This is an optimization exercise on Yosys and OpenROAD, whose aim is small area, not a production implementation. Function was checked by simulation only, so behaviour that the tests miss may differ from the original.

==> flow/design.v (outline; a module is shown in full before it is edited, if it fits) <==
// module rp_adc_frontend: 33 lines
// module rp_pid_channel: 2832 lines
// module rp_fa: 10 lines
// module rp_ha: 9 lines
// module rp_err: 7 lines
// module rp_output_limiter: 85 lines
// module rp_dac_formatter: 28 lines
// module rp_lock_top: 59 lines
module rp_lock_top (
  input  logic         adc_clk,
  input  logic         rst_n_i,
  input  logic [31:0]  adc_dat_i,
  input  logic         digital_loop_i,
  input  logic [93:0]  pid_cfg_i,
  input  logic [83:0]  limit_cfg_i,
  output logic [13:0]  dac_dat_o,
  output logic         dac_sel_o,
  output logic [3:0]   railed_o
);
  // ...
==> flow/run.sh <==
#!/bin/bash
# synth_recipe.tcl (not shown) runs the flow's synth.tcl, then flattens the netlist and writes it again
# the make line also repeats each setting of config.mk as NAME=value (left out here)
make -C /OpenROAD-flow-scripts/flow DESIGN_CONFIG=/design/flow/config.mk WORK_HOME=/design/flow/orfs CLKGATE_MAP_FILE= SYNTH_SCRIPT=/design/flow/synth_recipe.tcl finish
==> flow/config.mk <==
export PLATFORM = sky130hd
export DESIGN_NAME = rp_lock_top
export DESIGN_NICKNAME = rp_lock_top
export VERILOG_FILES = /design/flow/design.v
export SDC_FILE = /design/flow/constraint.sdc
export NUM_CORES = 4
export LEC_CHECK = 0
export CAP_MARGIN = 20
export CORE_MARGIN = 2
export CORE_UTILIZATION = 40
export SLEW_MARGIN = 20
export SYNTH_HIERARCHICAL = 1
export SYNTH_MINIMUM_KEEP_SIZE = 0
==> flow/constraint.sdc <==
create_clock -name core_clock -period 13.0 [get_ports {adc_clk}]
set_input_delay 2.6000 -clock core_clock [delete_from_list [all_inputs] [get_ports {adc_clk}]]
set_output_delay 2.6000 -clock core_clock [all_outputs]
set_load 0.01 [all_outputs]
==> results.toml, run 1 <==
[status]
run_status = "finished clean"

[global_routing]
largest_net_degree_at_the_start_of_global_routing = 59
grt_antenna_before_repair = 8
grt.met3_usage = 0.0418
via_count_of_the_first_global_routing_pass = 30400

[clock_network]
cts_hold_buffers = 0
cts.sink_count = 159
numCtsBuffers = 17
cts_setup_buffers = 0
ctsLongestPathBuffers = 2

[yosys]
synthMuxAreaShare = 0.0223
yosys.area_share.adder = 0.554
synthFlopType = "sky130_fd_sc_hd__dfrtp_1"
postSynth.asyncResetShare = 1.00
synth_top_area_frac = 0.500
syn-cell-area_mm2 = 0.0375
synth_enable_flop_cells = 0
post_synth_xor_area_fraction = 0.0215

[critical_path]
worst_path_max_delay_cell = "sky130_fd_sc_hd__a2bb2oi_4"
timing.critical_path.to = "g_ch[1].i_pid.integ_nq[22]"
ff2ff_path_depth = 32
path_class = "in2reg"

[cells_and_area]
layout.sequential_cells = 159
drive_above_1_share = 0.0945
flip_flop_count_of_the_largest_register_all_copies_and_words_added = 56
diodes_inserted = 7
area.growth.synth_to_final_pct = 12.0
multi_input_area_mm2 = 0.0314

[sta]
final.setup.tns_ns = 0
final_max_slew_viol_count = 0
post-route-worst-setup-slack_ns = 0.506
timing.final.crit_share = 0.961

[placement]
numPlacedInstances = 5064
place_area_mm2 = 0.0413

[drt]
via_count = 27375
==> module rp_err, before the edit <==
module rp_err (
  input  logic [13:0] a,
  input  logic [13:0] b,
  output logic [14:0] d
);
assign d = {a[13], a} - {b[13], b};
endmodule
==> module rp_output_limiter, before the edit <==
module rp_output_limiter (
  input  logic                    adc_clk,
  input  logic                    rst_n_i,
  input  rp_sample_pkg::sample_t  ctrl_i,     
  input  rp_ctrl_pkg::limit_cfg_t cfg_i,
  output rp_sample_pkg::sample_t  lim_o,      
  output rp_ctrl_pkg::railed_t    railed_o    
);
logic [14:0]            sum;        
logic [14:0]            cy;         
logic [14:0]            a_u;        
logic [14:0]            hi_u;       
logic [14:0]            lo_u;       
logic [15:0]            ge_c;       
logic [15:0]            le_c;       
logic [14:0]            hl_c;       
logic                   ovf;        
logic                   ge_h;       
logic                   le_l;       
logic                   hl;         
rp_sample_pkg::sample_t sat;        
rp_sample_pkg::sample_t clamp;      
rp_ctrl_pkg::railed_t   railed_d;
rp_sample_pkg::sample_t lim_q;
rp_ctrl_pkg::railed_t   railed_q;
rp_ha u_add0 (.a(ctrl_i[0]), .b(cfg_i.offset[0]), .s(sum[0]), .co(cy[1]));
generate
  for (genvar i = 1; i < 14; i++)
  begin : g_add
    rp_fa u_add (.a(ctrl_i[i]), .b(cfg_i.offset[i]), .c(cy[i]), .s(sum[i]), .co(cy[i+1]));
  end
endgenerate
assign sum[14] = ctrl_i[13] ^ cfg_i.offset[13] ^ cy[14];
assign a_u  = {~sum[14], sum[13:0]};
assign hi_u = {~cfg_i.hi[13], cfg_i.hi[13], cfg_i.hi[12:0]};
assign lo_u = {~cfg_i.lo[13], cfg_i.lo[13], cfg_i.lo[12:0]};
assign ge_c[0] = 1'b1;
assign le_c[0] = 1'b1;
assign hl_c[0] = 1'b1;
generate
  for (genvar i = 0; i < 15; i++)
  begin : g_cmp
    assign ge_c[i+1] = (a_u[i] & ~hi_u[i]) | (a_u[i] & ge_c[i]) | (~hi_u[i] & ge_c[i]);
    assign le_c[i+1] = (lo_u[i] & ~a_u[i]) | (lo_u[i] & le_c[i]) | (~a_u[i] & le_c[i]);
  end
  for (genvar i = 0; i < 14; i++)
  begin : g_hl
    logic lo_b, hi_b;
    assign lo_b = (i == 13) ? ~cfg_i.lo[i] : cfg_i.lo[i];
    assign hi_b = (i == 13) ? ~cfg_i.hi[i] : cfg_i.hi[i];
    assign hl_c[i+1] = (lo_b & ~hi_b) | (lo_b & hl_c[i]) | (~hi_b & hl_c[i]);
  end
endgenerate
assign ge_h = ge_c[15] | (cfg_i.hi == 14'h2000);
assign le_l = le_c[15] | (cfg_i.lo == 14'h1FFF);
assign hl   = hl_c[14];
assign ovf = sum[14] ^ sum[13];
assign sat = ovf ? {sum[14], {13{~sum[14]}}} : sum[13:0];
always_comb
begin
  if (ge_h)
    clamp = cfg_i.hi;       
  else if (le_l)
    clamp = cfg_i.lo;       
  else
    clamp = sat;
end
assign railed_d.high = ge_h | (le_l & hl);
assign railed_d.low  = ge_h ? hl : le_l;
always_ff @(posedge adc_clk or negedge rst_n_i)
begin
  if (!rst_n_i)
  begin
    lim_q    <= '0;
    railed_q <= '0;
  end
  else
  begin
    lim_q    <= clamp;
    railed_q <= railed_d;   
  end
end
assign lim_o    = lim_q;
assign railed_o = railed_q;
endmodule
==> run 2: changes to the inputs <==
--- a/flow/design.v
+++ b/flow/design.v
@@ -1927,11 +1927,9 @@
 assign ps_pp238 = e[14] & kp[13];
 assign ps_pp239 = e[14] & kp[14];
 assign ps_pp240 = e[14] & kp[15];
-assign ps_s241 = ~(integ_nq[12] ^ ps_pp13);
-assign ps_c242 = integ_nq[12] | ps_pp13;
+rp_hn u_ps_s241 (.a(integ_nq[12]), .b(ps_pp13), .s(ps_s241), .co(ps_c242));
 rp_fa u_ps_s243 (.a(integ_nq[13]), .b(ps_pp14), .c(ps_pp29), .s(ps_s243), .co(ps_c244));
-assign ps_s245 = ~(ps_pp44 ^ ps_pp59);
-assign ps_c246 = ps_pp44 | ps_pp59;
+rp_hn u_ps_s245 (.a(ps_pp44), .b(ps_pp59), .s(ps_s245), .co(ps_c246));
 rp_ha u_ps_s247 (.a(integ_nq[14]), .b(ps_pp15), .s(ps_s247), .co(ps_c248));
 rp_fa u_ps_s249 (.a(ps_pp30), .b(ps_pp45), .c(ps_pp60), .s(ps_s249), .co(ps_c250));
 rp_fa u_ps_s251 (.a(ps_pp75), .b(ps_pp90), .c(ps_pp105), .s(ps_s251), .co(ps_c252));
@@ -1940,25 +1938,20 @@
 rp_fa u_ps_s257 (.a(ps_pp91), .b(ps_pp106), .c(ps_pp121), .s(ps_s257), .co(ps_c258));
 rp_fa u_ps_s259 (.a(integ_nq[16]), .b(ps_pp32), .c(ps_pp47), .s(ps_s259), .co(ps_c260));
 rp_fa u_ps_s261 (.a(ps_pp62), .b(ps_pp77), .c(ps_pp92), .s(ps_s261), .co(ps_c262));
-assign ps_s263 = ~(ps_pp107 ^ ps_pp122);
-assign ps_c264 = ps_pp107 | ps_pp122;
+rp_hn u_ps_s263 (.a(ps_pp107), .b(ps_pp122), .s(ps_s263), .co(ps_c264));
 rp_fa u_ps_s265 (.a(integ_nq[17]), .b(ps_pp48), .c(ps_pp63), .s(ps_s265), .co(ps_c266));
 rp_fa u_ps_s267 (.a(ps_pp78), .b(ps_pp93), .c(ps_pp108), .s(ps_s267), .co(ps_c268));
 rp_fa u_ps_s269 (.a(integ_nq[18]), .b(ps_pp64), .c(ps_pp79), .s(ps_s269), .co(ps_c270));
-assign ps_s271 = ~(ps_pp10 ^ ps_pp25);
-assign ps_c272 = ps_pp10 | ps_pp25;
+rp_hn u_ps_s271 (.a(ps_pp10), .b(ps_pp25), .s(ps_s271), .co(ps_c272));
 rp_fa u_ps_s273 (.a(ps_pp11), .b(ps_pp26), .c(ps_pp41), .s(ps_s273), .co(ps_c274));
-assign ps_s275 = ~(ps_pp56 ^ ps_pp71);
-assign ps_c276 = ps_pp56 | ps_pp71;
+rp_hn u_ps_s275 (.a(ps_pp56), .b(ps_pp71), .s(ps_s275), .co(ps_c276));
 rp_fa u_ps_s277 (.a(ps_pp12), .b(ps_pp27), .c(ps_pp42), .s(ps_s277), .co(ps_c278));
 rp_fa u_ps_s279 (.a(ps_pp57), .b(ps_pp72), .c(ps_pp87), .s(ps_s279), .co(ps_c280));
-assign ps_s281 = ~(ps_pp102 ^ ps_pp117);
-assign ps_c282 = ps_pp102 | ps_pp117;
+rp_hn u_ps_s281 (.a(ps_pp102), .b(ps_pp117), .s(ps_s281), .co(ps_c282));
 rp_fa u_ps_s283 (.a(ps_pp28), .b(ps_pp43), .c(ps_pp58), .s(ps_s283), .co(ps_c284));
 rp_fa u_ps_s285 (.a(ps_pp73), .b(ps_pp88), .c(ps_pp103), .s(ps_s285), .co(ps_c286));
 rp_fa u_ps_s287 (.a(ps_pp118), .b(ps_pp133), .c(ps_pp148), .s(ps_s287), .co(ps_c288));
-assign ps_s289 = ~(ps_pp163 ^ ps_pp178);
-assign ps_c290 = ps_pp163 | ps_pp178;
+rp_hn u_ps_s289 (.a(ps_pp163), .b(ps_pp178), .s(ps_s289), .co(ps_c290));
 rp_fa u_ps_s291 (.a(ps_pp74), .b(ps_pp89), .c(ps_pp104), .s(ps_s291), .co(ps_c292));
 rp_fa u_ps_s293 (.a(ps_pp119), .b(ps_pp134), .c(ps_pp149), .s(ps_s293), .co(ps_c294));
 rp_fa u_ps_s295 (.a(ps_pp164), .b(ps_pp179), .c(ps_pp194), .s(ps_s295), .co(ps_c296));
@@ -1993,15 +1986,12 @@
 rp_fa u_ps_s353 (.a(integ_nq[21]), .b(ps_pp112), .c(ps_pp127), .s(ps_s353), .co(ps_c354));
 rp_fa u_ps_s355 (.a(ps_pp142), .b(ps_pp157), .c(ps_pp172), .s(ps_s355), .co(ps_c356));
 rp_fa u_ps_s357 (.a(integ_nq[22]), .b(ps_pp128), .c(ps_pp143), .s(ps_s357), .co(ps_c358));
-assign ps_s359 = ~(ps_pp7 ^ ps_pp22);
-assign ps_c360 = ps_pp7 | ps_pp22;
+rp_hn u_ps_s359 (.a(ps_pp7), .b(ps_pp22), .s(ps_s359), .co(ps_c360));
 rp_fa u_ps_s361 (.a(ps_pp8), .b(ps_pp23), .c(ps_pp38), .s(ps_s361), .co(ps_c362));
-assign ps_s363 = ~(ps_pp53 ^ ps_pp68);
-assign ps_c364 = ps_pp53 | ps_pp68;
+rp_hn u_ps_s363 (.a(ps_pp53), .b(ps_pp68), .s(ps_s363), .co(ps_c364));
 rp_fa u_ps_s365 (.a(ps_pp9), .b(ps_pp24), .c(ps_pp39), .s(ps_s365), .co(ps_c366));
 rp_fa u_ps_s367 (.a(ps_pp54), .b(ps_pp69), .c(ps_pp84), .s(ps_s367), .co(ps_c368));
-assign ps_s369 = ~(ps_pp99 ^ ps_pp114);
-assign ps_c370 = ps_pp99 | ps_pp114;
+rp_hn u_ps_s369 (.a(ps_pp99), .b(ps_pp114), .s(ps_s369), .co(ps_c370));
 rp_fa u_ps_s371 (.a(ps_pp40), .b(ps_pp55), .c(ps_pp70), .s(ps_s371), .co(ps_c372));
 rp_fa u_ps_s373 (.a(ps_pp85), .b(ps_pp100), .c(ps_pp115), .s(ps_s373), .co(ps_c374));
 rp_fa u_ps_s375 (.a(ps_pp130), .b(ps_pp145), .c(ps_s271), .s(ps_s375), .co(ps_c376));
@@ -2050,11 +2040,9 @@
 rp_fa u_ps_s461 (.a(integ_nq[24]), .b(ps_pp160), .c(ps_pp175), .s(ps_s461), .co(ps_c462));
 rp_fa u_ps_s463 (.a(ps_pp190), .b(ps_pp205), .c(ps_pp220), .s(ps_s463), .co(ps_c464));
 rp_fa u_ps_s465 (.a(integ_nq[25]), .b(ps_pp176), .c(ps_pp191), .s(ps_s465), .co(ps_c466));
-assign ps_s467 = ~(ps_pp5 ^ ps_pp20);
-assign ps_c468 = ps_pp5 | ps_pp20;
+rp_hn u_ps_s467 (.a(ps_pp5), .b(ps_pp20), .s(ps_s467), .co(ps_c468));
 rp_fa u_ps_s469 (.a(ps_pp6), .b(ps_pp21), .c(ps_pp36), .s(ps_s469), .co(ps_c470));
-assign ps_s471 = ~(ps_pp51 ^ ps_pp66);
-assign ps_c472 = ps_pp51 | ps_pp66;
+rp_hn u_ps_s471 (.a(ps_pp51), .b(ps_pp66), .s(ps_s471), .co(ps_c472));
 rp_fa u_ps_s473 (.a(ps_pp37), .b(ps_pp52), .c(ps_pp67), .s(ps_s473), .co(ps_c474));
 rp_fa u_ps_s475 (.a(ps_pp82), .b(ps_pp97), .c(ps_s359), .s(ps_s475), .co(ps_c476));
 rp_fa u_ps_s477 (.a(ps_pp83), .b(ps_pp98), .c(ps_pp113), .s(ps_s477), .co(ps_c478));
@@ -2100,8 +2088,7 @@
 rp_ha u_ps_s557 (.a(ps_pp208), .b(ps_pp223), .s(ps_s557), .co(ps_c558));
 assign ps_s559 = ~(integ_nq[27] ^ ps_pp238);
 assign ps_c560 = integ_nq[27] & ~ps_pp238;
-assign ps_s561 = ~(ps_pp4 ^ ps_pp19);
-assign ps_c562 = ps_pp4 | ps_pp19;
+rp_hn u_ps_s561 (.a(ps_pp4), .b(ps_pp19), .s(ps_s561), .co(ps_c562));
 rp_fa u_ps_s563 (.a(ps_pp35), .b(ps_pp50), .c(ps_pp65), .s(ps_s563), .co(ps_c564));
 rp_fa u_ps_s565 (.a(ps_pp81), .b(ps_c468), .c(ps_s471), .s(ps_s565), .co(ps_c566));
 rp_fa u_ps_s567 (.a(ps_c472), .b(ps_c470), .c(ps_s473), .s(ps_s567), .co(ps_c568));
@@ -2129,8 +2116,7 @@
 rp_fa u_ps_s610 (.a(ps_s557), .b(ps_i609), .c(ps_c554), .s(ps_s610), .co(ps_c611));
 assign ps_i612 = ~ps_pp224;
 rp_fa u_ps_s613 (.a(ps_i612), .b(ps_pp239), .c(ps_c558), .s(ps_s613), .co(ps_c614));
-assign ps_s615 = ~(ps_pp3 ^ ps_pp18);
-assign ps_c616 = ps_pp3 | ps_pp18;
+rp_hn u_ps_s615 (.a(ps_pp3), .b(ps_pp18), .s(ps_s615), .co(ps_c616));
 rp_fa u_ps_s617 (.a(ps_pp34), .b(ps_pp49), .c(ps_s561), .s(ps_s617), .co(ps_c618));
 rp_fa u_ps_s619 (.a(ps_c562), .b(ps_s467), .c(ps_s563), .s(ps_s619), .co(ps_c620));
 rp_fa u_ps_s621 (.a(ps_c564), .b(ps_s469), .c(ps_s565), .s(ps_s621), .co(ps_c622));
@@ -2160,8 +2146,7 @@
 rp_fa u_ps_s668 (.a(ps_i667), .b(ps_s613), .c(ps_c611), .s(ps_s668), .co(ps_c669));
 assign ps_i670 = ~ps_pp224;
 rp_fa u_ps_s671 (.a(ps_i670), .b(ps_pp240), .c(ps_c614), .s(ps_s671), .co(ps_c672));
-assign ps_s673 = ~(ps_pp2 ^ ps_pp17);
-assign ps_c674 = ps_pp2 | ps_pp17;
+rp_hn u_ps_s673 (.a(ps_pp2), .b(ps_pp17), .s(ps_s673), .co(ps_c674));
 rp_fa u_ps_s675 (.a(ps_pp33), .b(ps_c674), .c(ps_s615), .s(ps_s675), .co(ps_c676));
 rp_fa u_ps_s677 (.a(ps_c616), .b(ps_c676), .c(ps_s617), .s(ps_s677), .co(ps_c678));
 rp_fa u_ps_s679 (.a(ps_c618), .b(ps_s619), .c(ps_c678), .s(ps_s679), .co(ps_c680));
@@ -2170,8 +2155,7 @@
 rp_fa u_ps_s685 (.a(ps_c624), .b(ps_s625), .c(ps_c684), .s(ps_s685), .co(ps_c686));
 rp_fa u_ps_s687 (.a(ps_c626), .b(ps_s627), .c(ps_c686), .s(ps_s687), .co(ps_c688));
 rp_fa u_ps_s689 (.a(ps_c628), .b(ps_s629), .c(ps_c688), .s(ps_s689), .co(ps_c690));
-assign ps_s691 = ~(ps_c630 ^ ps_s631);
-assign ps_c692 = ps_c630 | ps_s631;
+rp_hn u_ps_s691 (.a(ps_c630), .b(ps_s631), .s(ps_s691), .co(ps_c692));
 rp_fa u_ps_s693 (.a(ps_c632), .b(ps_c692), .c(ps_s633), .s(ps_s693), .co(ps_c694));
 rp_fa u_ps_s695 (.a(ps_c634), .b(ps_s635), .c(ps_c694), .s(ps_s695), .co(ps_c696));
 rp_fa u_ps_s697 (.a(ps_c636), .b(ps_s637), .c(ps_c696), .s(ps_s697), .co(ps_c698));
@@ -2184,8 +2168,7 @@
 assign ps_x705 = ps_s697 ^ (~ps_c690 & ps_p704);
 assign ps_p706 = ps_p704 & ~ps_s697;
 assign ps_k707 = (~ps_c698) | (~ps_c690 & ps_p706);
-assign ps_s708 = ~(ps_c638 ^ ps_s639);
-assign ps_c709 = ps_c638 | ps_s639;
+rp_hn u_ps_s708 (.a(ps_c638), .b(ps_s639), .s(ps_s708), .co(ps_c709));
 rp_fa u_ps_s710 (.a(ps_c640), .b(ps_c709), .c(ps_s641), .s(ps_s710), .co(ps_c711));
 rp_fa u_ps_s712 (.a(ps_c642), .b(ps_s643), .c(ps_c711), .s(ps_s712), .co(ps_c713));
 rp_fa u_ps_s714 (.a(ps_c644), .b(ps_s645), .c(ps_c713), .s(ps_s714), .co(ps_c715));
@@ -2198,8 +2181,7 @@
 assign ps_x722 = ps_s714 ^ (ps_k707 & ps_p721);
 assign ps_p723 = ps_p721 & ~ps_s714;
 assign ps_k724 = (~ps_c715) | (ps_k707 & ps_p723);
-assign ps_s725 = ~(ps_c646 ^ ps_s647);
-assign ps_c726 = ps_c646 | ps_s647;
+rp_hn u_ps_s725 (.a(ps_c646), .b(ps_s647), .s(ps_s725), .co(ps_c726));
 rp_fa u_ps_s727 (.a(ps_c648), .b(ps_s649), .c(ps_c726), .s(ps_s727), .co(ps_c728));
 rp_fa u_ps_s729 (.a(ps_c650), .b(ps_s651), .c(ps_c728), .s(ps_s729), .co(ps_c730));
 rp_fa u_ps_s731 (.a(ps_c652), .b(ps_s653), .c(ps_c730), .s(ps_s731), .co(ps_c732));
@@ -2212,8 +2194,7 @@
 assign ps_x739 = ps_s731 ^ (ps_k724 & ps_p738);
 assign ps_p740 = ps_p738 & ~ps_s731;
 assign ps_k741 = (~ps_c732) | (ps_k724 & ps_p740);
-assign ps_s742 = ~(ps_c654 ^ ps_s655);
-assign ps_c743 = ps_c654 | ps_s655;
+rp_hn u_ps_s742 (.a(ps_c654), .b(ps_s655), .s(ps_s742), .co(ps_c743));
 rp_fa u_ps_s744 (.a(ps_c656), .b(ps_s657), .c(ps_c743), .s(ps_s744), .co(ps_c745));
 rp_fa u_ps_s746 (.a(ps_c658), .b(ps_s659), .c(ps_c745), .s(ps_s746), .co(ps_c747));
 rp_fa u_ps_s748 (.a(ps_c660), .b(ps_s661), .c(ps_c747), .s(ps_s748), .co(ps_c749));
@@ -2226,8 +2207,7 @@
 assign ps_x756 = ps_s748 ^ (ps_k741 & ps_p755);
 assign ps_p757 = ps_p755 & ~ps_s748;
 assign ps_k758 = (~ps_c749) | (ps_k741 & ps_p757);
-assign ps_s759 = ~(ps_c662 ^ ps_s663);
-assign ps_c760 = ps_c662 | ps_s663;
+rp_hn u_ps_s759 (.a(ps_c662), .b(ps_s663), .s(ps_s759), .co(ps_c760));
 rp_fa u_ps_s761 (.a(ps_c664), .b(ps_s665), .c(ps_c760), .s(ps_s761), .co(ps_c762));
 rp_fa u_ps_s763 (.a(ps_s668), .b(ps_c666), .c(ps_c762), .s(ps_s763), .co(ps_c764));
 rp_fa u_ps_s765 (.a(ps_s671), .b(ps_c669), .c(ps_c764), .s(ps_s765), .co(ps_c766));
@@ -2240,8 +2220,7 @@
 assign ps_x773 = ps_s765 ^ (ps_k758 & ps_p772);
 assign ps_p774 = ps_p772 & ~ps_s765;
 assign ps_k775 = (~ps_c766) | (ps_k758 & ps_p774);
-assign ps_s776 = ~(ps_c672 ^ ps_pp224);
-assign ps_c777 = ps_c672 | ps_pp224;
+rp_hn u_ps_s776 (.a(ps_c672), .b(ps_pp224), .s(ps_s776), .co(ps_c777));
 assign ps_x778 = ps_s776 ^ ps_k775;
 assign ps_p779 = ~ps_s776;
 assign ps_x780 = ps_c777 ^ (ps_k775 & ps_p779);
@@ -2486,11 +2465,9 @@
 assign pt_pp238 = e[14] & ki[13];
 assign pt_pp239 = e[14] & ki[14];
 assign pt_pp240 = e[14] & ki[15];
-assign pt_s241 = ~(integ_nq[12] ^ pt_pp13);
-assign pt_c242 = integ_nq[12] | pt_pp13;
+rp_hn u_pt_s241 (.a(integ_nq[12]), .b(pt_pp13), .s(pt_s241), .co(pt_c242));
 rp_fa u_pt_s243 (.a(integ_nq[13]), .b(pt_pp14), .c(pt_pp29), .s(pt_s243), .co(pt_c244));
-assign pt_s245 = ~(pt_pp44 ^ pt_pp59);
-assign pt_c246 = pt_pp44 | pt_pp59;
+rp_hn u_pt_s245 (.a(pt_pp44), .b(pt_pp59), .s(pt_s245), .co(pt_c246));
 rp_ha u_pt_s247 (.a(integ_nq[14]), .b(pt_pp15), .s(pt_s247), .co(pt_c248));
 rp_fa u_pt_s249 (.a(pt_pp30), .b(pt_pp45), .c(pt_pp60), .s(pt_s249), .co(pt_c250));
 rp_fa u_pt_s251 (.a(pt_pp75), .b(pt_pp90), .c(pt_pp105), .s(pt_s251), .co(pt_c252));
@@ -2499,25 +2476,20 @@
 rp_fa u_pt_s257 (.a(pt_pp91), .b(pt_pp106), .c(pt_pp121), .s(pt_s257), .co(pt_c258));
 rp_fa u_pt_s259 (.a(integ_nq[16]), .b(pt_pp32), .c(pt_pp47), .s(pt_s259), .co(pt_c260));
 rp_fa u_pt_s261 (.a(pt_pp62), .b(pt_pp77), .c(pt_pp92), .s(pt_s261), .co(pt_c262));
-assign pt_s263 = ~(pt_pp107 ^ pt_pp122);
-assign pt_c264 = pt_pp107 | pt_pp122;
+rp_hn u_pt_s263 (.a(pt_pp107), .b(pt_pp122), .s(pt_s263), .co(pt_c264));
 rp_fa u_pt_s265 (.a(integ_nq[17]), .b(pt_pp48), .c(pt_pp63), .s(pt_s265), .co(pt_c266));
 rp_fa u_pt_s267 (.a(pt_pp78), .b(pt_pp93), .c(pt_pp108), .s(pt_s267), .co(pt_c268));
 rp_fa u_pt_s269 (.a(integ_nq[18]), .b(pt_pp64), .c(pt_pp79), .s(pt_s269), .co(pt_c270));
-assign pt_s271 = ~(integ_nq[8] ^ pt_pp9);
-assign pt_c272 = integ_nq[8] | pt_pp9;
+rp_hn u_pt_s271 (.a(integ_nq[8]), .b(pt_pp9), .s(pt_s271), .co(pt_c272));
 rp_fa u_pt_s273 (.a(integ_nq[9]), .b(pt_pp10), .c(pt_pp25), .s(pt_s273), .co(pt_c274));
-assign pt_s275 = ~(pt_pp40 ^ pt_pp55);
-assign pt_c276 = pt_pp40 | pt_pp55;
+rp_hn u_pt_s275 (.a(pt_pp40), .b(pt_pp55), .s(pt_s275), .co(pt_c276));
 rp_fa u_pt_s277 (.a(integ_nq[10]), .b(pt_pp11), .c(pt_pp26), .s(pt_s277), .co(pt_c278));
 rp_fa u_pt_s279 (.a(pt_pp41), .b(pt_pp56), .c(pt_pp71), .s(pt_s279), .co(pt_c280));
-assign pt_s281 = ~(pt_pp86 ^ pt_pp101);
-assign pt_c282 = pt_pp86 | pt_pp101;
+rp_hn u_pt_s281 (.a(pt_pp86), .b(pt_pp101), .s(pt_s281), .co(pt_c282));
 rp_fa u_pt_s283 (.a(integ_nq[11]), .b(pt_pp12), .c(pt_pp27), .s(pt_s283), .co(pt_c284));
 rp_fa u_pt_s285 (.a(pt_pp42), .b(pt_pp57), .c(pt_pp72), .s(pt_s285), .co(pt_c286));
 rp_fa u_pt_s287 (.a(pt_pp87), .b(pt_pp102), .c(pt_pp117), .s(pt_s287), .co(pt_c288));
-assign pt_s289 = ~(pt_pp132 ^ pt_pp147);
-assign pt_c290 = pt_pp132 | pt_pp147;
+rp_hn u_pt_s289 (.a(pt_pp132), .b(pt_pp147), .s(pt_s289), .co(pt_c290));
 rp_fa u_pt_s291 (.a(pt_pp28), .b(pt_pp43), .c(pt_pp58), .s(pt_s291), .co(pt_c292));
 rp_fa u_pt_s293 (.a(pt_pp73), .b(pt_pp88), .c(pt_pp103), .s(pt_s293), .co(pt_c294));
 rp_fa u_pt_s295 (.a(pt_pp118), .b(pt_pp133), .c(pt_pp148), .s(pt_s295), .co(pt_c296));
@@ -2556,15 +2528,12 @@
 rp_fa u_pt_s361 (.a(integ_nq[21]), .b(pt_pp112), .c(pt_pp127), .s(pt_s361), .co(pt_c362));
 rp_fa u_pt_s363 (.a(pt_pp142), .b(pt_pp157), .c(pt_pp172), .s(pt_s363), .co(pt_c364));
 rp_fa u_pt_s365 (.a(integ_nq[22]), .b(pt_pp128), .c(pt_pp143), .s(pt_s365), .co(pt_c366));
-assign pt_s367 = ~(integ_nq[5] ^ pt_pp6);
-assign pt_c368 = integ_nq[5] | pt_pp6;
+rp_hn u_pt_s367 (.a(integ_nq[5]), .b(pt_pp6), .s(pt_s367), .co(pt_c368));
 rp_fa u_pt_s369 (.a(integ_nq[6]), .b(pt_pp7), .c(pt_pp22), .s(pt_s369), .co(pt_c370));
-assign pt_s371 = ~(pt_pp37 ^ pt_pp52);
-assign pt_c372 = pt_pp37 | pt_pp52;
+rp_hn u_pt_s371 (.a(pt_pp37), .b(pt_pp52), .s(pt_s371), .co(pt_c372));
 rp_fa u_pt_s373 (.a(integ_nq[7]), .b(pt_pp8), .c(pt_pp23), .s(pt_s373), .co(pt_c374));
 rp_fa u_pt_s375 (.a(pt_pp38), .b(pt_pp53), .c(pt_pp68), .s(pt_s375), .co(pt_c376));
-assign pt_s377 = ~(pt_pp83 ^ pt_pp98);
-assign pt_c378 = pt_pp83 | pt_pp98;
+rp_hn u_pt_s377 (.a(pt_pp83), .b(pt_pp98), .s(pt_s377), .co(pt_c378));
 rp_fa u_pt_s379 (.a(pt_pp24), .b(pt_pp39), .c(pt_pp54), .s(pt_s379), .co(pt_c380));
 rp_fa u_pt_s381 (.a(pt_pp69), .b(pt_pp84), .c(pt_pp99), .s(pt_s381), .co(pt_c382));
 rp_fa u_pt_s383 (.a(pt_pp114), .b(pt_pp129), .c(pt_s271), .s(pt_s383), .co(pt_c384));
@@ -2616,11 +2585,9 @@
 rp_fa u_pt_s475 (.a(integ_nq[24]), .b(pt_pp160), .c(pt_pp175), .s(pt_s475), .co(pt_c476));
 rp_fa u_pt_s477 (.a(pt_pp190), .b(pt_pp205), .c(pt_pp220), .s(pt_s477), .co(pt_c478));
 rp_fa u_pt_s479 (.a(integ_nq[25]), .b(pt_pp176), .c(pt_pp191), .s(pt_s479), .co(pt_c480));
-assign pt_s481 = ~(integ_nq[3] ^ pt_pp4);
-assign pt_c482 = integ_nq[3] | pt_pp4;
+rp_hn u_pt_s481 (.a(integ_nq[3]), .b(pt_pp4), .s(pt_s481), .co(pt_c482));
 rp_fa u_pt_s483 (.a(integ_nq[4]), .b(pt_pp5), .c(pt_pp20), .s(pt_s483), .co(pt_c484));
-assign pt_s485 = ~(pt_pp35 ^ pt_pp50);
-assign pt_c486 = pt_pp35 | pt_pp50;
+rp_hn u_pt_s485 (.a(pt_pp35), .b(pt_pp50), .s(pt_s485), .co(pt_c486));
 rp_fa u_pt_s487 (.a(pt_pp21), .b(pt_pp36), .c(pt_pp51), .s(pt_s487), .co(pt_c488));
 rp_fa u_pt_s489 (.a(pt_pp66), .b(pt_pp81), .c(pt_s367), .s(pt_s489), .co(pt_c490));
 rp_fa u_pt_s491 (.a(pt_pp67), .b(pt_pp82), .c(pt_pp97), .s(pt_s491), .co(pt_c492));
@@ -2668,8 +2635,7 @@
 rp_ha u_pt_s575 (.a(pt_pp208), .b(pt_pp223), .s(pt_s575), .co(pt_c576));
 assign pt_s577 = ~(integ_nq[27] ^ pt_pp238);
 assign pt_c578 = integ_nq[27] & ~pt_pp238;
-assign pt_s579 = ~(integ_nq[2] ^ pt_pp3);
-assign pt_c580 = integ_nq[2] | pt_pp3;
+rp_hn u_pt_s579 (.a(integ_nq[2]), .b(pt_pp3), .s(pt_s579), .co(pt_c580));
 rp_fa u_pt_s581 (.a(pt_pp19), .b(pt_pp34), .c(pt_pp49), .s(pt_s581), .co(pt_c582));
 rp_fa u_pt_s583 (.a(pt_pp65), .b(pt_c482), .c(pt_s485), .s(pt_s583), .co(pt_c584));
 rp_fa u_pt_s585 (.a(pt_c486), .b(pt_c484), .c(pt_s487), .s(pt_s585), .co(pt_c586));
@@ -2698,8 +2664,7 @@
 rp_fa u_pt_s630 (.a(pt_s575), .b(pt_i629), .c(pt_c572), .s(pt_s630), .co(pt_c631));
 assign pt_i632 = ~pt_pp224;
 rp_fa u_pt_s633 (.a(pt_i632), .b(pt_pp239), .c(pt_c576), .s(pt_s633), .co(pt_c634));
-assign pt_s635 = ~(integ_nq[1] ^ pt_pp2);
-assign pt_c636 = integ_nq[1] | pt_pp2;
+rp_hn u_pt_s635 (.a(integ_nq[1]), .b(pt_pp2), .s(pt_s635), .co(pt_c636));
 rp_fa u_pt_s637 (.a(pt_pp18), .b(pt_pp33), .c(pt_s579), .s(pt_s637), .co(pt_c638));
 rp_fa u_pt_s639 (.a(pt_c580), .b(pt_s481), .c(pt_s581), .s(pt_s639), .co(pt_c640));
 rp_fa u_pt_s641 (.a(pt_c582), .b(pt_s483), .c(pt_s583), .s(pt_s641), .co(pt_c642));
@@ -2730,8 +2695,7 @@
 rp_fa u_pt_s690 (.a(pt_i689), .b(pt_s633), .c(pt_c631), .s(pt_s690), .co(pt_c691));
 assign pt_i692 = ~pt_pp224;
 rp_fa u_pt_s693 (.a(pt_i692), .b(pt_pp240), .c(pt_c634), .s(pt_s693), .co(pt_c694));
-assign pt_s695 = ~(integ_nq[0] ^ pt_pp1);
-assign pt_c696 = integ_nq[0] | pt_pp1;
+rp_hn u_pt_s695 (.a(integ_nq[0]), .b(pt_pp1), .s(pt_s695), .co(pt_c696));
 rp_fa u_pt_s697 (.a(pt_pp17), .b(pt_c696), .c(pt_s635), .s(pt_s697), .co(pt_c698));
 rp_fa u_pt_s699 (.a(pt_c636), .b(pt_c698), .c(pt_s637), .s(pt_s699), .co(pt_c700));
 rp_fa u_pt_s701 (.a(pt_c638), .b(pt_s639), .c(pt_c700), .s(pt_s701), .co(pt_c702));
@@ -2741,8 +2705,7 @@
 rp_fa u_pt_s709 (.a(pt_c646), .b(pt_s647), .c(pt_c708), .s(pt_s709), .co(pt_c710));
 rp_fa u_pt_s711 (.a(pt_c648), .b(pt_s649), .c(pt_c710), .s(pt_s711), .co(pt_c712));
 rp_fa u_pt_s713 (.a(pt_c650), .b(pt_s651), .c(pt_c712), .s(pt_s713), .co(pt_c714));
-assign pt_s715 = ~(pt_c652 ^ pt_s653);
-assign pt_c716 = pt_c652 | pt_s653;
+rp_hn u_pt_s715 (.a(pt_c652), .b(pt_s653), .s(pt_s715), .co(pt_c716));
 rp_fa u_pt_s717 (.a(pt_c654), .b(pt_s655), .c(pt_c716), .s(pt_s717), .co(pt_c718));
 rp_fa u_pt_s719 (.a(pt_c656), .b(pt_s657), .c(pt_c718), .s(pt_s719), .co(pt_c720));
 rp_fa u_pt_s721 (.a(pt_c658), .b(pt_s659), .c(pt_c720), .s(pt_s721), .co(pt_c722));
@@ -2755,8 +2718,7 @@
 assign pt_x729 = pt_s721 ^ (~pt_c714 & pt_p728);
 assign pt_p730 = pt_p728 & ~pt_s721;
 assign pt_k731 = (~pt_c722) | (~pt_c714 & pt_p730);
-assign pt_s732 = ~(pt_c660 ^ pt_s661);
-assign pt_c733 = pt_c660 | pt_s661;
+rp_hn u_pt_s732 (.a(pt_c660), .b(pt_s661), .s(pt_s732), .co(pt_c733));
 rp_fa u_pt_s734 (.a(pt_c662), .b(pt_c733), .c(pt_s663), .s(pt_s734), .co(pt_c735));
 rp_fa u_pt_s736 (.a(pt_c664), .b(pt_s665), .c(pt_c735), .s(pt_s736), .co(pt_c737));
 rp_fa u_pt_s738 (.a(pt_c666), .b(pt_s667), .c(pt_c737), .s(pt_s738), .co(pt_c739));
@@ -2769,8 +2731,7 @@
 assign pt_x746 = pt_s738 ^ (pt_k731 & pt_p745);
 assign pt_p747 = pt_p745 & ~pt_s738;
 assign pt_k748 = (~pt_c739) | (pt_k731 & pt_p747);
-assign pt_s749 = ~(pt_c668 ^ pt_s669);
-assign pt_c750 = pt_c668 | pt_s669;
+rp_hn u_pt_s749 (.a(pt_c668), .b(pt_s669), .s(pt_s749), .co(pt_c750));
 rp_fa u_pt_s751 (.a(pt_c670), .b(pt_s671), .c(pt_c750), .s(pt_s751), .co(pt_c752));
 rp_fa u_pt_s753 (.a(pt_c672), .b(pt_s673), .c(pt_c752), .s(pt_s753), .co(pt_c754));
 rp_fa u_pt_s755 (.a(pt_c674), .b(pt_s675), .c(pt_c754), .s(pt_s755), .co(pt_c756));
@@ -2783,8 +2744,7 @@
 assign pt_x763 = pt_s755 ^ (pt_k748 & pt_p762);
 assign pt_p764 = pt_p762 & ~pt_s755;
 assign pt_k765 = (~pt_c756) | (pt_k748 & pt_p764);
-assign pt_s766 = ~(pt_c676 ^ pt_s677);
-assign pt_c767 = pt_c676 | pt_s677;
+rp_hn u_pt_s766 (.a(pt_c676), .b(pt_s677), .s(pt_s766), .co(pt_c767));
 rp_fa u_pt_s768 (.a(pt_c678), .b(pt_s679), .c(pt_c767), .s(pt_s768), .co(pt_c769));
 rp_fa u_pt_s770 (.a(pt_c680), .b(pt_s681), .c(pt_c769), .s(pt_s770), .co(pt_c771));
 rp_fa u_pt_s772 (.a(pt_c682), .b(pt_s683), .c(pt_c771), .s(pt_s772), .co(pt_c773));
@@ -2797,8 +2757,7 @@
 assign pt_x780 = pt_s772 ^ (pt_k765 & pt_p779);
 assign pt_p781 = pt_p779 & ~pt_s772;
 assign pt_k782 = (~pt_c773) | (pt_k765 & pt_p781);
-assign pt_s783 = ~(pt_c684 ^ pt_s685);
-assign pt_c784 = pt_c684 | pt_s685;
+rp_hn u_pt_s783 (.a(pt_c684), .b(pt_s685), .s(pt_s783), .co(pt_c784));
 rp_fa u_pt_s785 (.a(pt_c686), .b(pt_s687), .c(pt_c784), .s(pt_s785), .co(pt_c786));
 rp_fa u_pt_s787 (.a(pt_s690), .b(pt_c688), .c(pt_c786), .s(pt_s787), .co(pt_c788));
 rp_fa u_pt_s789 (.a(pt_s693), .b(pt_c691), .c(pt_c788), .s(pt_s789), .co(pt_c790));
@@ -2811,8 +2770,7 @@
 assign pt_x797 = pt_s789 ^ (pt_k782 & pt_p796);
 assign pt_p798 = pt_p796 & ~pt_s789;
 assign pt_k799 = (~pt_c790) | (pt_k782 & pt_p798);
-assign pt_s800 = ~(pt_c694 ^ pt_pp224);
-assign pt_c801 = pt_c694 | pt_pp224;
+rp_hn u_pt_s800 (.a(pt_c694), .b(pt_pp224), .s(pt_s800), .co(pt_c801));
 assign pt_x802 = pt_s800 ^ pt_k799;
 assign pt_p803 = ~pt_s800;
 assign pt_x804 = pt_c801 ^ (pt_k799 & pt_p803);
@@ -2932,7 +2890,157 @@
   input  logic [13:0] b,
   output logic [14:0] d
 );
-assign d = {a[13], a} - {b[13], b};
+logic er_s1;
+logic er_c2;
+logic er_i3;
+logic er_s4;
+logic er_c5;
+logic er_i6;
+logic er_s7;
+logic er_c8;
+logic er_i9;
+logic er_s10;
+logic er_c11;
+logic er_s12;
+logic er_c13;
+logic er_i14;
+logic er_s15;
+logic er_c16;
+logic er_i17;
+logic er_s18;
+logic er_c19;
+logic er_x20;
+logic er_p21;
+logic er_x22;
+logic er_p23;
+logic er_x24;
+logic er_p25;
+logic er_k26;
+logic er_s27;
+logic er_c28;
+logic er_i29;
+logic er_s30;
+logic er_c31;
+logic er_i32;
+logic er_s33;
+logic er_c34;
+logic er_x35;
+logic er_p36;
+logic er_x37;
+logic er_p38;
+logic er_x39;
+logic er_p40;
+logic er_k41;
+logic er_s42;
+logic er_c43;
+logic er_i44;
+logic er_s45;
+logic er_c46;
+logic er_i47;
+logic er_s48;
+logic er_c49;
+logic er_x50;
+logic er_p51;
+logic er_x52;
+logic er_p53;
+logic er_x54;
+logic er_p55;
+logic er_k56;
+logic er_s57;
+logic er_c58;
+logic er_i59;
+logic er_s60;
+logic er_c61;
+logic er_x62;
+logic er_p63;
+logic er_x64;
+logic er_p65;
+assign er_s1 = a[0] ^ b[0];
+assign er_c2 = a[0] | ~b[0];
+assign er_i3 = ~b[1];
+rp_fa u_er_s4 (.a(er_i3), .b(a[1]), .c(er_c2), .s(er_s4), .co(er_c5));
+assign er_i6 = ~b[2];
+rp_fa u_er_s7 (.a(er_i6), .b(a[2]), .c(er_c5), .s(er_s7), .co(er_c8));
+assign er_i9 = ~b[3];
+rp_fa u_er_s10 (.a(er_i9), .b(a[3]), .c(er_c8), .s(er_s10), .co(er_c11));
+assign er_s12 = ~(a[4] ^ b[4]);
+assign er_c13 = a[4] & ~b[4];
+assign er_i14 = ~b[5];
+rp_fa u_er_s15 (.a(er_i14), .b(a[5]), .c(er_c13), .s(er_s15), .co(er_c16));
+assign er_i17 = ~b[6];
+rp_fa u_er_s18 (.a(er_i17), .b(a[6]), .c(er_c16), .s(er_s18), .co(er_c19));
+assign er_x20 = er_s12 ^ er_c11;
+assign er_p21 = er_s12;
+assign er_x22 = er_s15 ^ (er_c11 & er_p21);
+assign er_p23 = er_p21 & er_s15;
+assign er_x24 = er_s18 ^ (er_c11 & er_p23);
+assign er_p25 = er_p23 & er_s18;
+assign er_k26 = (er_c19) | (er_c11 & er_p25);
+assign er_s27 = ~(a[7] ^ b[7]);
+assign er_c28 = a[7] & ~b[7];
+assign er_i29 = ~b[8];
+rp_fa u_er_s30 (.a(er_i29), .b(a[8]), .c(er_c28), .s(er_s30), .co(er_c31));
+assign er_i32 = ~b[9];
+rp_fa u_er_s33 (.a(er_i32), .b(a[9]), .c(er_c31), .s(er_s33), .co(er_c34));
+assign er_x35 = er_s27 ^ er_k26;
+assign er_p36 = er_s27;
+assign er_x37 = er_s30 ^ (er_k26 & er_p36);
+assign er_p38 = er_p36 & er_s30;
+assign er_x39 = er_s33 ^ (er_k26 & er_p38);
+assign er_p40 = er_p38 & er_s33;
+assign er_k41 = (er_c34) | (er_k26 & er_p40);
+assign er_s42 = ~(a[10] ^ b[10]);
+assign er_c43 = a[10] & ~b[10];
+assign er_i44 = ~b[11];
+rp_fa u_er_s45 (.a(er_i44), .b(a[11]), .c(er_c43), .s(er_s45), .co(er_c46));
+assign er_i47 = ~b[12];
+rp_fa u_er_s48 (.a(er_i47), .b(a[12]), .c(er_c46), .s(er_s48), .co(er_c49));
+assign er_x50 = er_s42 ^ er_k41;
+assign er_p51 = er_s42;
+assign er_x52 = er_s45 ^ (er_k41 & er_p51);
+assign er_p53 = er_p51 & er_s45;
+assign er_x54 = er_s48 ^ (er_k41 & er_p53);
+assign er_p55 = er_p53 & er_s48;
+assign er_k56 = (er_c49) | (er_k41 & er_p55);
+assign er_s57 = ~(a[13] ^ b[13]);
+assign er_c58 = a[13] & ~b[13];
+assign er_i59 = ~b[13];
+rp_fa u_er_s60 (.a(er_i59), .b(a[13]), .c(er_c58), .s(er_s60), .co(er_c61));
+assign er_x62 = er_s57 ^ er_k56;
+assign er_p63 = er_s57;
+assign er_x64 = er_s60 ^ (er_k56 & er_p63);
+assign er_p65 = er_p63 & er_s60;
+assign d[0] = er_s1;
+assign d[1] = er_s4;
+assign d[2] = er_s7;
+assign d[3] = er_s10;
+assign d[4] = er_x20;
+assign d[5] = er_x22;
+assign d[6] = er_x24;
+assign d[7] = er_x35;
+assign d[8] = er_x37;
+assign d[9] = er_x39;
+assign d[10] = er_x50;
+assign d[11] = er_x52;
+assign d[12] = er_x54;
+assign d[13] = er_x62;
+assign d[14] = er_x64;
+endmodule
+module rp_hn (
+  input  logic a,
+  input  logic b,
+  output logic s,
+  output logic co
+);
+rp_or2 u_or (.a(a), .b(b), .y(co));
+assign s = (a & b) | ~co;
+endmodule
+module rp_or2 (
+  input  logic a,
+  input  logic b,
+  output logic y
+);
+assign y = a | b;
 endmodule
 `timescale 1ns/1ps
 module rp_output_limiter (
@@ -2951,11 +3059,9 @@
 logic [15:0]            ge_c;       
 logic [15:0]            le_c;       
 logic [14:0]            hl_c;       
-logic                   ovf;        
 logic                   ge_h;       
 logic                   le_l;       
 logic                   hl;         
-rp_sample_pkg::sample_t sat;        
 rp_sample_pkg::sample_t clamp;      
 rp_ctrl_pkg::railed_t   railed_d;
 rp_sample_pkg::sample_t lim_q;
@@ -2989,10 +3095,8 @@
   end
 endgenerate
 assign ge_h = ge_c[15] | (cfg_i.hi == 14'h2000);
-assign le_l = le_c[15] | (cfg_i.lo == 14'h1FFF);
+assign le_l = le_c[15];
 assign hl   = hl_c[14];
-assign ovf = sum[14] ^ sum[13];
-assign sat = ovf ? {sum[14], {13{~sum[14]}}} : sum[13:0];
 always_comb
 begin
   if (ge_h)
@@ -3000,7 +3104,7 @@
   else if (le_l)
     clamp = cfg_i.lo;       
   else
-    clamp = sat;
+    clamp = sum[13:0];
 end
 assign railed_d.high = ge_h | (le_l & hl);
 assign railed_d.low  = ge_h ? hl : le_l;
==> flow/flow/run.sh (new file) <==
#!/bin/bash
# Layout flow: the standard ORFS flow (standard.sh, unchanged synthesis), with the
# port buffers that global placement inserts made of the smallest buffer cell.
set -euo pipefail
cd "$(dirname "$0")/.."
bash standard.sh BUFFER_PORTS_ARGS="-buffer_cell sky130_fd_sc_hd__buf_1" finish > flow_make.log 2>&1
==> flow/standard.sh (new file) <==
#!/bin/bash
# synth_recipe.tcl (not shown) runs the flow's synth.tcl, then flattens the netlist and writes it again
# the make line also repeats each setting of config.mk as NAME=value (left out here)
make -C /OpenROAD-flow-scripts/flow DESIGN_CONFIG=/design/flow/config.mk WORK_HOME=/design/flow/orfs CLKGATE_MAP_FILE= SYNTH_SCRIPT=/design/flow/synth_recipe.tcl "${@:-finish}"
removed: flow/run.sh
==> results.toml, run 2 <==
[drt]
drt_pass1_iterations = 7
via_count = 25836
detail_route.vias_per_cell = 5.48
drt-wirelength-per-cell_um = 21.6
drt_drc_violations_left = 0
detail_route.wirelength_um = 102000
detail_route.iter0.violations = 1811
drtAntennaViolNets = 0

[status]
run_status = "finished clean"

[global_routing]
grt_pass1_wl_um = 164000
grt_antenna_before_repair = 17
globalRoute.totalOverflow = 0
via_count_of_the_first_global_routing_pass = 28691
track_usage = 0.229
largest_net_degree_at_the_start_of_global_routing = 75

[critical_path]
timing.critical_path.from_type = "input port"
crit_top_cell = "sky130_fd_sc_hd__fa_1"
delay_contributed_by_the_slowest_stage_of_the_critical_path_ns = 0.57
rrSetupSlack_ns = 2.59
cp_data_required_time_ns = 13.43
path_class = "in2reg"
crit_path_max_fanout = 15
timing.critical_path.arrival_ns = 12.61
endpoint_kind_of_the_worst_setup_timing_path = "register"
worst_path_max_delay_cell = "sky130_fd_sc_hd__fa_1"

[placement]
dp.final_hpwl_um = 81100
finalWeightedCongestion = 0.915
io_buffers = 227
preCtsSetupSlack_ns = 0.263

[clock_network]
cts_root_buffer = "sky130_fd_sc_hd__clkbuf_16"
clkLatencyLatePin_ns = 0.50
cts.sink_count = 159
cts_hold_buffers = 0
clkTransAtPathRegs_ns = 0.09
ctsLongestPathBuffers = 2
cts_tree = "yes"
cts_setup_buffers = 0
cts-resized-gates = 0
numCtsBuffers = 17
htreeDepth = 4

[yosys]
yosys_warning_total = 10
syn-cell-area_mm2 = 0.0361
syn_inst = 3384
syn-mean-instance-area_um2 = 10.7
synth_fp_nets = 4601

[sta]
final.setup.tns_ns = 0
final.setup_skew_ns = 0.0207
final-setup-viol-count = 0
final_max_slew_viol_count = 0
relSlewSlack = 0.234
finalHoldViolCount = 0
max_clock_freq_mhz = 82.1
fin_crit_ns = 12.18
timing.final.crit_share = 0.937
post-route-worst-setup-slack_ns = 0.818
rsz_0062_raised_after_global_routing = "no"
worst_hold_slack_ns = 0.401
max_slew.worst_pin.slew_ns = 1.14

[floorplan]
start_util = 0.402
die_x_um = 304
dieHeight_um = 304
design.portCount = 232
design.core.area_mm2 = 0.0897
rows = 110
die-area_mm2 = 0.0926

[hold_path]
min-delay-path-class = "reg2reg"

[cells_and_area]
core_utilization_of_the_finished_layout = 0.434
fill_cells = 8623
mostFrequentLayoutCell = "sky130_fd_sc_hd__nand2_1"
area.growth.synth_to_final_pct = 7.92
total_nets_final = 4730
regMostFlops = "g_ch.i_pid.integ_nq"
mostFrequentLayoutCells = "sky130_fd_sc_hd__nand2_1, sky130_fd_sc_hd__fa_1, sky130_fd_sc_hd__buf_1"
flip_flop_count_of_the_largest_register_all_copies_and_words_added = 56
drive_above_1_share = 0.105

[run]
drv.max_cap_violation_count = 0
-- run 2: path summary, 6_finish.rpt --
check / start / end / cells after the start
max: pid_cfg_i[79] / g_ch[1].i_pid.ctrl_q[0] / 34
max reg2reg: i_frontend.sample_q[15] / g_ch[1].i_pid.ctrl_q[0] / 31
min reg2reg: g_ch[0].i_limit.lim_q[4] / i_dac.code_q[4] / 1
min: g_ch[0].i_limit.lim_q[4] / i_dac.code_q[4] / 1
min in group asynchronous: rst_n_i / g_ch[0].i_pid.ctrl_q[13] / 1
max in group asynchronous: rst_n_i / g_ch[1].i_pid.ctrl_q[8] / 2
-- run 2: worst max-delay path: cells and delay by family --
family	cells	cell delay, ns
adder cells (fa/ha/maj)	14	5.50
AO/OA/AOI/OAI	6	1.78
AND/OR/NAND/NOR	7	1.77
buffers and inverters	5	0.56
XOR/XNOR	2	0.37
-- run 2: cell type report --
cell class                      count  area, um^2  area share
Inverter                          141         529      0.0136
Multi-Input combinational cell   2866       30500       0.784
Sequential cell                   159        4070       0.104
Tap cell                         1176        1470      0.0378
Antenna cell                       13        32.5    0.000836
Clock inverter                     14         165     0.00424
Clock buffer                       18         429      0.0110
Timing Repair Buffer              328        1730      0.0445
-- run 2: metal layers --
layer / track usage / wire (um) / part of all wire / up-vias
li1: - / - / - / 11063
met1: 0.301 / 42100 / 0.41 / 13796
met2: 0.395 / 52200 / 0.51 / 806
met3: 0.0299 / 5030 / 0.049 / 159
met4: 0.0725 / 2640 / 0.026 / 12
met5: 0 / 80 / 0.00078 / -
-- run 2: metrics by stage --
stage / area [um^2] / std cells
finish: 38900 / 4715
detailed placement: 38300 / 4670
global placement: 38300 / 4669
global route: 38900 / 4713
CTS: 38900 / 4702
floorplan: 36100 / 3384

[separate check: timing with driven ports]
No port has a modelled driver above. Below, the same layouts with a new extraction and two added sets of constraints. Step 1 sets driving cells, clkbuf_16 on the clock port and buf_2 on the other inputs (assumed; they add their load-dependent delay and slew). Step 2 adds t to the input delays and takes it off the output delays; t is the mean of the earliest and latest rising clock arrival at the registers after step 1. Input paths then give back, and output paths get back, about the clock's delay inside the block. a / b / c = ideal / step 1 / step 2; a / b = the first two.
run	t (ns)	setup slack, ns	hold WS [ns]
run 1	0.554	0.506 / 0.543 / -0.011	0.415 / 0.415 / 0.415
run 2	0.554	0.818 / 0.863 / 0.309	0.401 / 0.401 / 0.401
With both steps, setup timing fails in run 1, where it was met with ideal ports. The setup slack of run 1, which loses most, moves by +0.037 ns with the drivers and by -0.517 ns with both steps.
